Background: an optimization exercise with open tools, aiming at small area, a short achievable clock period and few clock cycles per item. Do not read the settings as production practice. RTL that was checked went through simulation tests only; none was proved equivalent to the original. Function not checked in run 1: the RTL went through the layout flow alone.

## flow/design.v (module list and top-level ports; edited modules follow where they fit)
// module poly_horner_seq: 1915 lines
// module phs_fa: 5 lines
module poly_horner_seq (
    input  logic               clk,
    input  logic               rst,
    input  logic               coeff_we,
    input  logic [3:0]         coeff_addr,
    input  logic signed [15:0] coeff_wdata,
    input  logic signed [15:0] x,
    input  logic               start,
    output logic               busy,
    output logic               done,
    output logic signed [31:0] sum,
    output logic               ovf
);
  // ...
==> flow/run.sh <==
#!/bin/bash
# synth_recipe.tcl (not shown) runs the flow's synth.tcl, then flattens the netlist and writes it again
# the make line also repeats each setting of config.mk as NAME=value (left out here)
make -C /OpenROAD-flow-scripts/flow DESIGN_CONFIG=/design/flow/config.mk WORK_HOME=/design/flow/orfs CLKGATE_MAP_FILE= SYNTH_SCRIPT=/design/flow/synth_recipe.tcl finish
==> flow/config.mk <==
export PLATFORM = sky130hd
export DESIGN_NAME = poly_horner_seq
export DESIGN_NICKNAME = poly_horner_seq
export VERILOG_FILES = /design/flow/design.v
export SDC_FILE = /design/flow/constraint.sdc
export NUM_CORES = 4
export LEC_CHECK = 0
export ABC_AREA = 1
export CAP_MARGIN = 20
export CORE_MARGIN = 2
export CORE_UTILIZATION = 40
export SLEW_MARGIN = 20
export SYNTH_HIERARCHICAL = 1
export SYNTH_MINIMUM_KEEP_SIZE = 0
==> flow/constraint.sdc <==
create_clock -name core_clock -period 9.0 [get_ports {clk}]
set_input_delay 1.8000 -clock core_clock [delete_from_list [all_inputs] [get_ports {clk}]]
set_output_delay 1.8000 -clock core_clock [all_outputs]
set_load 0.01 [all_outputs]
==> key figures, run 1 <==
Placed design
  – Placed cells: 2,801
  – RePlAce Congestion: 0.859
  – Port bufs: 74

Clocking
  – Total CTS buffers: 29
  – Root Buffer: clkbuf_16
  – Clock Latency Late Sink: 0.59 ns

Setup path
  – CP endpoint kind: register
  – Worst path max stage delay: approximately 0.70 ns
  – CP delay by family, top: adder cells
  – Worst flop-to-flop path endpoint: r_ovf

Detailed routing
  – Drt via density: 5.69
  – Residual DRC: 0
  – Drt first pass iters: 5

Yosys
  – Top FF cell, synth: edfxtp_1
  – Mapped Area: 22,000 um^2
  – XOR/XNOR share of the synthesized area: 0.118
  – Count leader, synth: xor2_1
  – Share of the synthesized area in the top cell type: 0.284
  – FFs w/ async S/R, synth: 0.128
  – Post-synthesis cell count: 2,134
  – Top cells by area, synth: edfxtp_1 (28%), fa_1 (18%), xor2_1 (11%)

GRT
  – Met2 Use GR: 0.360
  – First-pass GRT wire length: 97.0 mm
  – Number of global-route vias before repair: 16,700
  – GRT met3 Usage: 0.0311
  – Largest net degree at the start of global routing: just under 50

Final layout
  – Seq/total area: 0.305
  – Final std cells w/o fill: about 2,900
  – Multi-In Gates: 1,504
  – ANT cells: 0
  – Seq cells: 258
  – Share of layout cells above drive strength 1: 0.0653
  – Data buffer area share: 0.0452
  – Clock buffers: 36

Run status
  – Status: finished clean

Timing
  – Final min period: 6.90 ns
  – Fmax: 145 MHz

Die
  – Rows: 85
  – Die Area: around 57,000 um^2
==> run 2, diff against run 1 <==
--- a/flow/design.v
+++ b/flow/design.v
@@ -14,17 +14,17 @@
 );
     logic signed [15:0] r_coeff [0:10];
     logic [10:0]        r_cval;
     logic signed [15:0] r_x;
     logic signed [31:0] r_acc;
     logic signed [15:0] r_cprev;
     logic [3:0]         r_idx;
     logic               r_busy, r_done, r_ovf;
-    logic signed [15:0] w_c;
+    logic signed [15:0] w_c, w_hlim, w_llim;
     logic [7:0]         bneg, bone, btwo;
     logic [47:0]        w_ra, w_rb;
     logic [31:0]        w_s, w_g0, w_p0;
     logic               w_c31, w_hi_one, w_hi_zero;
     logic               w_sovf, w_chi, w_clo, w_acc_st, w_last, w_wr;
     assign w_acc_st = start & ~r_busy;
     assign w_last   = r_busy & (r_idx == 4'd0);
     assign w_wr     = coeff_we & ~r_busy & ~start & (coeff_addr <= 4'd10);
@@ -1861,20 +1861,20 @@
     assign w_s[28] = w_p0[28] ^ pg928;
     assign w_s[29] = w_p0[29] ^ pg930;
     assign w_s[30] = w_p0[30] ^ pg932;
     assign w_s[31] = w_p0[31] ^ pg934;
     assign w_c31 = pg934;
     assign w_hi_one = ((w_ra[32] ^ w_rb[32]) ^ (w_ra[31] & w_rb[31])) & ((w_ra[33] ^ w_rb[33]) ^ (w_ra[32] & w_rb[32])) & ((w_ra[34] ^ w_rb[34]) ^ (w_ra[33] & w_rb[33])) & ((w_ra[35] ^ w_rb[35]) ^ (w_ra[34] & w_rb[34])) & ((w_ra[36] ^ w_rb[36]) ^ (w_ra[35] & w_rb[35])) & ((w_ra[37] ^ w_rb[37]) ^ (w_ra[36] & w_rb[36])) & ((w_ra[38] ^ w_rb[38]) ^ (w_ra[37] & w_rb[37])) & ((w_ra[39] ^ w_rb[39]) ^ (w_ra[38] & w_rb[38])) & ((w_ra[40] ^ w_rb[40]) ^ (w_ra[39] & w_rb[39])) & ((w_ra[41] ^ w_rb[41]) ^ (w_ra[40] & w_rb[40])) & ((w_ra[42] ^ w_rb[42]) ^ (w_ra[41] & w_rb[41])) & ((w_ra[43] ^ w_rb[43]) ^ (w_ra[42] & w_rb[42])) & ((w_ra[44] ^ w_rb[44]) ^ (w_ra[43] & w_rb[43])) & ((w_ra[45] ^ w_rb[45]) ^ (w_ra[44] & w_rb[44])) & ((w_ra[46] ^ w_rb[46]) ^ (w_ra[45] & w_rb[45])) & ((w_ra[47] ^ w_rb[47]) ^ (w_ra[46] & w_rb[46]));
     assign w_hi_zero = ~((w_ra[32] ^ w_rb[32]) ^ (w_ra[31] | w_rb[31])) & ~((w_ra[33] ^ w_rb[33]) ^ (w_ra[32] | w_rb[32])) & ~((w_ra[34] ^ w_rb[34]) ^ (w_ra[33] | w_rb[33])) & ~((w_ra[35] ^ w_rb[35]) ^ (w_ra[34] | w_rb[34])) & ~((w_ra[36] ^ w_rb[36]) ^ (w_ra[35] | w_rb[35])) & ~((w_ra[37] ^ w_rb[37]) ^ (w_ra[36] | w_rb[36])) & ~((w_ra[38] ^ w_rb[38]) ^ (w_ra[37] | w_rb[37])) & ~((w_ra[39] ^ w_rb[39]) ^ (w_ra[38] | w_rb[38])) & ~((w_ra[40] ^ w_rb[40]) ^ (w_ra[39] | w_rb[39])) & ~((w_ra[41] ^ w_rb[41]) ^ (w_ra[40] | w_rb[40])) & ~((w_ra[42] ^ w_rb[42]) ^ (w_ra[41] | w_rb[41])) & ~((w_ra[43] ^ w_rb[43]) ^ (w_ra[42] | w_rb[42])) & ~((w_ra[44] ^ w_rb[44]) ^ (w_ra[43] | w_rb[43])) & ~((w_ra[45] ^ w_rb[45]) ^ (w_ra[44] | w_rb[44])) & ~((w_ra[46] ^ w_rb[46]) ^ (w_ra[45] | w_rb[45])) & ~((w_ra[47] ^ w_rb[47]) ^ (w_ra[46] | w_rb[46]));
     assign w_sovf = ~((w_hi_one & w_s[31]) | (w_hi_zero & ~w_s[31]));
-    assign w_chi  = ~r_acc[31] & (&r_acc[30:15]) &
-                    ($signed({1'b1, r_acc[14:0]}) >= r_cprev);
-    assign w_clo  = r_acc[31] & ~(|r_acc[30:15]) &
-                    ($signed({1'b0, r_acc[14:0]}) < r_cprev);
+    assign w_hlim = {1'b1, r_acc[14:0]};
+    assign w_llim = {1'b0, r_acc[14:0]};
+    assign w_chi  = ~r_acc[31] & (&r_acc[30:15]) & (w_hlim >= r_cprev);
+    assign w_clo  = r_acc[31] & ~(|r_acc[30:15]) & (w_llim < r_cprev);
     always_ff @(posedge clk or posedge rst) begin
         if (rst) begin
             r_busy <= 1'b0;
             r_done <= 1'b0;
             r_idx  <= 4'd10;
             r_x    <= '0;
             r_cval <= '0;
         end else begin
==> run 2 against run 1 <==
Area after synthesis is the same. Via count is the same. Register-to-register slack is essentially flat. Design area is the same. Count of clock-buffer cells in the layout is the same. Sequential share of layout area is the same. Largest cell class unchanged. Global-route usage is the same.
==> key figures, run 2 <==
GRT
  – GR Overflow Total: 0 (unchanged)
  – Number of global-route vias before repair: 16,700 (unchanged)
  – Total GRT Usage: 0.219 (unchanged)
  – Largest net degree at the start of global routing: 49 (unchanged)
  – Antenna violations before repair: 1 (unchanged)
  – First-pass GRT wire length: 97.0 mm (unchanged)

Final layout
  – Fill count: 5,011 (unchanged)
  – Final std cells w/o fill: 2,856 (unchanged)
  – Biggest regs: r_coeff: 176 flops, r_acc: 32 flops (unchanged)
  – Share of layout cells above drive strength 1: 0.0653 (unchanged)
  – Commonest non-fill, non-tap cell in the layout: xor2_1 (unchanged)
  – Max reg flops: 176 (unchanged)
  – Most frequent cells in the layout: xor2_1 (285), o22ai_1 (264), nand2_1 (215) (unchanged)
  – Final core occ: 0.450 (unchanged)
  – Area Growth Syn to Fin: 10.7% (unchanged)
  – Final #Nets: 2,520 (unchanged)
  – Biggest register: r_coeff (unchanged)
  – ANT cells: 0 (unchanged)

Die
  – Die Area: 56,800 um^2 (unchanged)
  – Io pins: 75 (unchanged)
  – Die H: 238 um (unchanged)
  – Die Wd: 238 um (unchanged)
  – Core area: 54,000 um^2 (unchanged)
  – Rows: 85 (unchanged)
  – Initial Utilization: 0.406 (unchanged)

Setup path
  – Crit-path slowest cell: dfrtp_2 (unchanged)
  – Setup Crit Path Kind: reg -> reg (unchanged)
  – Worst reg2reg path depth: 24 (unchanged)
  – Worst Path Required: 9.44 ns (about the same)
  – CP delay by family, top: adder cells (unchanged)
  – Critical path's most frequent cell: nand2_1 (unchanged)
  – Launching point of the worst reg2reg path: r_x[9] (unchanged)
  – Buf/Inv on CP: 3 (unchanged)
  – Worst flop-to-flop path endpoint: r_ovf (unchanged)
  – Cells along the critical path: buf_4, nor2_1, o21ai_2, buf_4, o22ai_1, xor2_1, fa_1, fa_1, fa_1, fa_1, ha_1, ha_1, nand2_1, inv_1, a21oi_1, nand2_1, a21oi_2, nand2_2, nand2_1, nand3_1, nand3_1, nand2_1, nand2_1, a21oi_2 (unchanged)
  – CP endpoint kind: register (unchanged)
  – R2R Setup Slk: 2.10 ns (about the same)
  – Critical Path Fanout Max: 19 (unchanged)
  – Startpoint type of the worst setup path: register (unchanged)
  – Worst path max stage delay: 0.70 ns (about the same)
  – CP Data Arrival Time: 7.34 ns (about the same)

Timing
  – Worst setup margin: 2.10 ns (unchanged)
  – Final min period: 6.90 ns (unchanged)
  – Final Slew Violations: 0 (unchanged)
  – Final setup viols: 0 (unchanged)
  – Hold violation total from the final report: 0 (unchanged)
  – RSZ-0062 raised after global routing: no (unchanged)
  – Slew @ Worst Pin: 1.15 ns (unchanged)
  – Clock Skew: 0.0276 ns (unchanged)
  – Setup_tns: 0 ns (unchanged)
  – Fmax: 145 MHz (unchanged)
  – Final period util: 0.767 (unchanged)
  – Worst relative slew slack: 0.233 (unchanged)

Min path
  – Hold EP: r_cval[5] (unchanged)
  – Worst Hold Depth: 2 (unchanged)
  – Hold Crit Class: reg -> reg (unchanged)
  – Worst min-delay path startpoint: r_cval[5] (unchanged)

Yosys
  – Seq/Total Area, Yosys: 0.338 (unchanged)
  – FFs w/ async S/R, synth: 0.128 (unchanged)
  – Avg Synthesized Cell Area: 10.3 um^2 (unchanged)
  – Syn. warnings: 7 (unchanged)
  – Share of the synthesized area in the top cell type: 0.284 (unchanged)
  – Yosys top cell by area: edfxtp_1 (unchanged)
  – Post-synthesis cell count: 2,134 (unchanged)
  – Mapped Area: 22,000 um^2 (unchanged)
  – Synth cell types: 50 (unchanged)
  – Register bit total from synthesis: 258 (unchanged)
  – Syn_nets: 2,517 (unchanged)
  – Top FF cell, synth: edfxtp_1 (unchanged)
  – Synth top cells by count: xor2_1 (285), o22ai_1 (264), nand2_1 (215) (unchanged)
  – Number of synthesized flops with an enable pin: 208 (unchanged)
  – Count leader, synth: xor2_1 (unchanged)
  – Top cells by area, synth: edfxtp_1 (28%), fa_1 (18%), xor2_1 (11%) (unchanged)

Placed design
  – DP Wirelength: 43.2 mm (unchanged)
  – Port bufs: 74 (unchanged)
  – Pre-CTS WS: 2.13 ns (unchanged)
  – Placed cells: 2,801 (unchanged)
  – RePlAce Congestion: 0.859 (unchanged)

Clocking
  – CTS tree: done (unchanged)
  – Post-CTS sizing: 0 (unchanged)
  – Total CTS buffers: 29 (unchanged)
  – Clock Latency Late Sink: 0.59 ns (about the same)
  – H-tree levels: 1 (unchanged)
  – Hold_buf cts: 0 (unchanged)
  – CTS Buffer Depth: 3 (unchanged)
  – Clock slew at reported path FFs: 0.07 ns (about the same)
  – Root Buffer: clkbuf_16 (unchanged)
  – Setup bufs post-CTS: 0 (unchanged)
  – Num Clock Sinks: 258 (unchanged)

Detailed routing
  – WL/cell: 21.7 um (unchanged)
  – Residual DRC: 0 (unchanged)
  – Routed vias: 16,300 (unchanged)
  – Starting DRT DRC Count: 1,270 (unchanged)
  – Drt total wl: 62.1 mm (unchanged)
  – Post-route ant nets: 0 (unchanged)
  – Drt via density: 5.69 (unchanged)
  – Drt first pass iters: 5 (unchanged)

Run status
  – Status: finished clean (unchanged)

Flow run
  – # Max-Cap Violations: 0 (unchanged)
[run 2: kinds of logic (layout without fill, tap and decap cells)]
group | Yosys count | in the layout | synth area share
compound gates | 494 | 494 | 0.143
xor+xnor | 296 | 296 | 0.118
buf+inv | 372 | 398 | 0.0667
flops | 258 | 258 | 0.338
fa+ha+maj | 343 | 343 | 0.264
simple gates | 371 | 371 | 0.0704
[run 2: how the worst max path moves through the flow]
stage                     slack (ns)  depth (start not counted)   endpoint    from
after floorplan                 3.72                         21  r_acc[17]  r_x[5]
after global placement          2.24                         26      r_ovf  r_x[9]
after detailed placement        2.13                         23      r_ovf  r_x[5]
after CTS                       2.14                         23      r_ovf  r_x[5]
after global routing            1.69                         25      r_ovf  r_x[7]
final                           2.10                         24      r_ovf  r_x[9]
[run 2: metal layers]
metal  vias to the layer above  track usage  share of wire  wire length, um
met3                       123       0.0311          0.070             4380
met1                      8009        0.303           0.43            26700
met5                         -            0        0.00019               12
met2                       703        0.360           0.47            29200
met4                         2       0.0636          0.030             1840
li1                       7416            -              -                -
[run 2: Yosys stat by module, one instance, submodules excluded]
module           cells inside  cell area (um^2)
phs_fa                      1              20.0
poly_horner_seq          1939             18100
[run 2: worst register-to-register path: stages (launching register included)]
cell	delay [ns]
dfrtp_2	0.70
buf_4	0.43
nor2_1	0.15
o21ai_2	0.70
buf_4	0.37
o22ai_1	0.11
xor2_1	0.20
fa_1	0.58
fa_1	0.44
fa_1	0.54
fa_1	0.43
ha_1	0.30
ha_1	0.35
nand2_1	0.11
inv_1	0.04
a21oi_1	0.16
nand2_1	0.22
a21oi_2	0.36
nand2_2	0.10
nand2_1	0.09
nand3_1	0.07
nand3_1	0.09
nand2_1	0.08
nand2_1	0.11
a21oi_2	0.05
[run 2: per-stage QoR]
| step | area [um^2] | hold slack (ns) |
|---|---|---|
| floorplan | 22000 | 0.424 |
| global placement | 23300 | 0.453 |
| detailed placement | 23300 | 0.448 |
| CTS | 24300 | 0.462 |
| global route | 24300 | 0.485 |
| finish | 24300 | 0.459 |
[run 2: layout make-up]
cell class	instances	area, um^2	area share
flip-flops and latches	258	7420	0.305
well taps	696	871	0.0358
multi-input cells	1504	13100	0.540
repair buffers	118	1100	0.0452
inverters	226	848	0.0349
clock inverters	18	179	0.00736
clock buffers	36	752	0.0309
Testbench counts of run 2, summed over its fixed seeds: cycles 14,440, evals 1,280.

afterwards: timing with drivers on the ports:
The flow's constraints put no driver on any port. The routed layouts listed below were extracted and timed again, unchanged, in two steps. Step 1, drivers: a clkbuf_16 drives clk and a buf_2 each remaining input, both assumed. Step 2 moves the port delays by t, midway between the first and last clock arrival at a register: inputs arrive t later, outputs are due t later. That takes back most of the time a late clock gives input paths. a / b / c = no drivers / after step 1 / after step 2; a / b = the first two.
run | shift t [ns] | slack for setup (ns) | worst setup path after step 2 | worst slew at a driven data input, ns | pins driven straight from the clock port
run 1 | 0.632 | 2.099 / 2.099 / 2.099 | register to register | 0.07 | 1
run 2 | 0.632 | 2.099 / 2.099 / 2.099 | register to register | 0.07 | 1
After both steps every run listed still meets setup and hold.
